From an optimization exercise on the open Yosys and OpenROAD flow, aimed at small area, a short achievable clock period and few clock cycles per item; shortcuts taken in it are not production practice.
Where RTL was checked, it was by simulation tests only, not by an equivalence proof against the original.
Power and IR drop assume default switching activity.

==> inputs of trial 48 <==
## ghash_tag_engine
module ghash_tag_engine (
  input  logic         clk,
  input  logic         rst,
  input  logic [127:0] h_key,
  input  logic         h_load,
  input  logic [127:0] ek_y0,
  input  logic         ek_load,
  input  logic         start,
  input  logic         blk_valid,
  output logic         blk_ready,
  input  logic [127:0] blk_data,
  input  logic [4:0]   blk_bytes,
  input  logic         blk_type,
  input  logic         blk_last,
  output logic [127:0] tag,
  output logic [127:0] ghash_out,
  output logic         tag_valid,
  input  logic         tag_ready,
  output logic         busy,
  output logic         err
);
  localparam int unsigned QW = 717;
  logic         run;         
  logic         acc;         
  logic         rdy;         
  logic         wl;          
  logic         wz;          
  logic         cmb;         
  logic         done;        
  logic         ph;          
  logic         np;          
  logic         fz;          
  logic         hl;          
  logic         ck;          
  logic         seen_ct, aad_part, data_part;
  logic [127:0] o, h, ek, tg;
  logic [127:0] hb;           
  ...
==> module ghash_tag_engine, before the edit <==
module ghash_tag_engine (
  input  logic         clk,
  input  logic         rst,
  input  logic [127:0] h_key,
  input  logic         h_load,
  input  logic [127:0] ek_y0,
  input  logic         ek_load,
  input  logic         start,
  input  logic         blk_valid,
  output logic         blk_ready,
  input  logic [127:0] blk_data,
  input  logic [4:0]   blk_bytes,
  input  logic         blk_type,
  input  logic         blk_last,
  output logic [127:0] tag,
  output logic [127:0] ghash_out,
  output logic         tag_valid,
  input  logic         tag_ready,
  output logic         busy,
  output logic         err
);
  localparam int unsigned QW = 717;
  logic         run;         
  logic         acc;         
  logic         rdy;         
  logic         wl;          
  logic         wz;          
  logic         cmb;         
  logic         done;        
  logic         ph;          
  logic         np;          
  logic         fz;          
  logic         hl;          
  logic         ck;          
  logic         seen_ct, aad_part, data_part;
  logic [127:0] o, h, ek, tg;
  logic [127:0] hb;           
  logic [QW-1:0] q;
  logic [56:0]  aad_blk, data_blk;
  logic [3:0]   aad_byt, data_byt;
  logic [127:0] a_p, r_p, h_p, h2_p, mask, xm, lens, t, r, hb_n;
  logic [QW-1:0] p;
  logic         viol, take, ok, mul, inj, n_acc, n_ph, n_np, n_rdy, n_s2, n_s1, n_s0;
  function automatic logic [127:0] gf_sq(input logic [127:0] a);
    logic [254:0] c;
    c = '0;
    for (int i = 0; i < 128; i++) c[2*i] = a[i];
    for (int k = 254; k >= 128; k--) begin
      c[k-128] = c[k-128] ^ c[k];
      c[k-127] = c[k-127] ^ c[k];
      c[k-126] = c[k-126] ^ c[k];
      c[k-121] = c[k-121] ^ c[k];
    end
    gf_sq = c[127:0];
  endfunction
  always_comb begin
    for (int i = 0; i < 128; i++) begin
      a_p[i] = o[127-i];
      h_p[i] = h[127-i];
    end
  end
  gf_s1 u_s1 (.a(a_p), .b(hb), .p(p));
  gf_s2 u_s2 (.q(q), .r(r_p));
  always_comb begin
    for (int i = 0; i < 128; i++) begin
      r[127-i] = r_p[i];
    end
    h2_p = gf_sq(h_p);
    for (int i = 0; i < 16; i++) mask[127-8*i -: 8] = {8{5'(i) < blk_bytes}};
    xm   = blk_data & mask;
    lens = {aad_blk, aad_byt, 3'b000, data_blk, data_byt, 3'b000};
    viol = (!blk_type && seen_ct) || (blk_type ? data_part : aad_part) ||
           (blk_bytes == 5'd0 && !blk_last) || (blk_bytes > 5'd16);
    take = blk_valid && rdy && !start;
    ok   = take && !viol;
    mul  = ok && (blk_bytes != 5'd0);
    inj  = wl && (ph == np);
    t    = (mul ? xm : '0) ^ (inj ? lens : '0) ^ ((cmb || done) ? o : '0);
  end
  assign blk_ready = rdy;
  assign tag_valid = done;
  assign busy      = run;
  assign ghash_out = o;
  assign tag       = tg;
  always_ff @(posedge clk) begin
    q  <= p;
    o  <= r ^ t;
    hb <= hb_n;
    if (cmb) tg <= r ^ o ^ (ek_load ? ek_y0 : ek);
  end
  always_comb begin
    n_acc = acc;
    n_np  = np;
    n_ph  = !ph;
    if (ok) begin
      if (blk_last) n_acc = 1'b0;
      if (mul) n_np = !np;
    end
    n_rdy = n_acc && (n_ph == n_np);
    n_s2 = !rst && !start && mul && hl;
    n_s1 = !rst && !start && inj && hl;
    n_s0 = !rst && !start && run && !mul && !inj && !fz && !wz && !cmb && !done;
    for (int i = 0; i < 128; i++) hb_n[i] = (h2_p[i] & n_s2) | (h_p[i] & n_s1);
    hb_n[0] = hb_n[0] | n_s0;
  end
  always_ff @(posedge clk) begin
    if (rst) begin
      run   <= 1'b0;
      acc   <= 1'b0;
      rdy   <= 1'b0;
      wl    <= 1'b0;
      wz    <= 1'b0;
      cmb   <= 1'b0;
      done  <= 1'b0;
      fz    <= 1'b0;
      hl    <= 1'b0;
      ck    <= 1'b1;
      err   <= 1'b0;
      ek    <= '0;
    end else begin
      err <= take && viol;
      if (h_load && (!run || done)) begin
        h  <= h_key;
        hl <= 1'b1;
      end
      if (ek_load && !done) ek <= ek_y0;
      if (start) begin
        run       <= 1'b1;
        acc       <= 1'b1;
        wl        <= 1'b0;
        wz        <= 1'b0;
        cmb       <= 1'b0;
        done      <= 1'b0;
        ph        <= 1'b0;
        np        <= !ck;
        rdy       <= ck;
        fz        <= !ck;
        ck        <= 1'b1;
        seen_ct   <= 1'b0;
        aad_part  <= 1'b0;
        data_part <= 1'b0;
        aad_blk   <= '0;
        aad_byt   <= '0;
        data_blk  <= '0;
        data_byt  <= '0;
      end else begin
        ph  <= n_ph;
        np  <= n_np;
        acc <= n_acc;
        rdy <= n_rdy;
        fz  <= 1'b0;
        ck  <= !n_s2 && !n_s1 && !n_s0;
        if (ok) begin
          if (blk_type) begin
            if (blk_bytes[4]) data_blk <= data_blk + 57'd1;
            else              data_byt <= blk_bytes[3:0];
            data_part <= !blk_bytes[4];
            seen_ct   <= 1'b1;
          end else begin
            if (blk_bytes[4]) aad_blk <= aad_blk + 57'd1;
            else              aad_byt <= blk_bytes[3:0];
            aad_part <= !blk_bytes[4];
          end
          if (blk_last) wl <= 1'b1;
        end
        if (inj) wl <= 1'b0;
        wz  <= inj;
        cmb <= wz;
        if (cmb) done <= 1'b1;
        if (done && tag_ready) begin
          done <= 1'b0;
          run  <= 1'b0;
        end
      end
    end
  end
endmodule
==> flow/config.mk <==
export PLATFORM = sky130hd
export DESIGN_NAME = ghash_tag_engine
export DESIGN_NICKNAME = ghash_tag_engine
export VERILOG_FILES = /design/flow/design.v
export SDC_FILE = /design/flow/constraint.sdc
export NUM_CORES = 4
export LEC_CHECK = 0
export CAP_MARGIN = 20
export CORE_MARGIN = 2
export CORE_UTILIZATION = 55
export SETUP_SLACK_MARGIN = 4.5
export SLEW_MARGIN = 20
==> flow/constraint.sdc <==
create_clock -name core_clock -period 8.0 [get_ports {clk}]
set_input_delay 1.6000 -clock core_clock [delete_from_list [all_inputs] [get_ports {clk}]]
set_output_delay 1.6000 -clock core_clock [all_outputs]
set_load 0.01 [all_outputs]
run.sh (not shown) runs the stock make flow with config.mk's settings and CLKGATE_MAP_FILE= SYNTH_SCRIPT=/design/flow/synth_recipe.tcl, a recipe that flattens the netlist after the stock synthesis.
==> inputs of trial 32, as changes to trial 48 <==
CAP_MARGIN = 50   (was 20)
CORE_UTILIZATION = 40   (was 55)
SLEW_MARGIN = 50   (was 20)
==> inputs of trial 59, as changes to trial 48 <==
--- a/flow/design.v
+++ b/flow/design.v
@@ -33,7 +33,7 @@
   logic         hl;          
   logic         ck;          
   logic         seen_ct, aad_part, data_part;
-  logic [127:0] o, h, ek, tg;
+  logic [127:0] o, h, ek;
   logic [127:0] hb;           
   logic [QW-1:0] q;
   logic [56:0]  aad_blk, data_blk;
@@ -81,12 +81,11 @@
   assign tag_valid = done;
   assign busy      = run;
   assign ghash_out = o;
-  assign tag       = tg;
+  assign tag       = o ^ ek;
   always_ff @(posedge clk) begin
     q  <= p;
     o  <= r ^ t;
     hb <= hb_n;
-    if (cmb) tg <= r ^ o ^ (ek_load ? ek_y0 : ek);
   end
   always_comb begin
     n_acc = acc;
CORE_UTILIZATION = 27   (was 55)
CTS_CLUSTER_DIAMETER = 100   (was default)
CTS_CLUSTER_SIZE = 20   (was default)
==> inputs of trial 94, as changes to trial 48 <==
--- a/flow/design.v
+++ b/flow/design.v
@@ -33,7 +33,7 @@
   logic         hl;          
   logic         ck;          
   logic         seen_ct, aad_part, data_part;
-  logic [127:0] o, h, ek, tg;
+  logic [127:0] o, h, ek;
   logic [127:0] hb;           
   logic [QW-1:0] q;
   logic [56:0]  aad_blk, data_blk;
@@ -81,12 +81,11 @@
   assign tag_valid = done;
   assign busy      = run;
   assign ghash_out = o;
-  assign tag       = tg;
+  assign tag       = o ^ ek;
   always_ff @(posedge clk) begin
     q  <= p;
     o  <= r ^ t;
     hb <= hb_n;
-    if (cmb) tg <= r ^ o ^ (ek_load ? ek_y0 : ek);
   end
   always_comb begin
     n_acc = acc;
CORE_UTILIZATION = 40   (was 55)
CTS_CLUSTER_DIAMETER = 80   (was default)
CTS_CLUSTER_SIZE = 25   (was default)
==> comparison table <==
                                                                    trial 94        trial 48        trial 32        trial 59
Met2 Resource Use GR                                                   64.7%           75.4%           60.3%           44.0%
Number of synthesized flops with an enable pin                           255             383             383             255
Share of the synthesized area in the top cell type                     42.6%           42.0%           42.0%           42.6%
Worst-case setup margin in the final layout                          4.23 ns         4.13 ns         4.34 ns         4.29 ns
Starting density of the core                                           40.2%           55.4%           40.1%           27.1%
FF-to-FF path depth                                                        9               6               9               8
Layout clock area frac                                                 3.18%           3.61%           3.63%           2.37%
Non-clock buffer area fraction after layout                            11.1%           9.00%           8.98%           10.6%
Maximum number of pins on one net before global-route repair              99             130              99             114
Result of the run                                             finished clean  finished clean  finished clean  finished clean
Worst slack on hold paths                                           0.466 ns        0.453 ns        0.453 ns        0.459 ns
Die width                                                             591 um          515 um          604 um          718 um
Switching fraction of total power                                      57.6%           56.7%           56.4%           58.4%
Total area of multi-input combinational cells                    108000 um^2     112000 um^2     114000 um^2     109000 um^2
Count of different cell masters after synthesis                           42              47              47              42
Power of the combinational group                                    0.0471 W        0.0569 W        0.0560 W        0.0468 W
Taps Inserted                                                           4557            3402            4773            6732
Final non-filler cell total                                            23611           22559           23996           25663
Clock latency (worst-skew pair)                                      0.97 ns         0.94 ns         0.99 ns         1.03 ns
Post-cts sizing count                                                   1327             800             550            1559
Crit. path cell count                                                      9               6               9               8
Beginning of the worst register-to-register path              q[105]$_DFF_P_   q[69]$_DFF_P_   o[32]$_DFF_P_  q[495]$_DFF_P_
Testbench counts of trial 59, summed over its fixed seeds: cycles 2,597, items 1,821.
Testbench counts of trial 94, summed over its fixed seeds: cycles 2,597, items 1,821.
The RTL of trial 48 and trial 32 was laid out without a check of its function.

==> separate check: timing with driven ports <==
The results above use ideal ports. As a check the final layouts listed here were re-extracted and re-timed, cells and wires unchanged.
Step 1: set_driving_cell puts a clkbuf_16 on clk and a buf_2 on each other input, an assumption about the parent block.
Step 2 times the ports against the registers' clock, not the clock port: input delays grow and output delays shrink by t, the midpoint of the rising clock arrivals with the driver on.
Three values: ideal ports, drivers, drivers and shift; two values: the first two.
run	t (ns)	setup slack, ns	latest minus earliest clock arrival (ns)	worst data-port slew with drivers (ns)
trial 48	1.012	4.128 / 4.128 / 3.566	0.097 / 0.097	0.24
trial 32	1.077	4.341 / 4.341 / 3.555	0.101 / 0.101	0.15
trial 59	1.076	4.293 / 4.293 / 3.441	0.137 / 0.138	0.26
trial 94	1.063	4.231 / 4.231 / 3.595	0.078 / 0.079	0.26
After both steps setup and hold are still met in every run listed. For trial 59, which loses most, drivers alone change the setup slack by 0.000 ns; drivers and shift together by -0.852 ns.
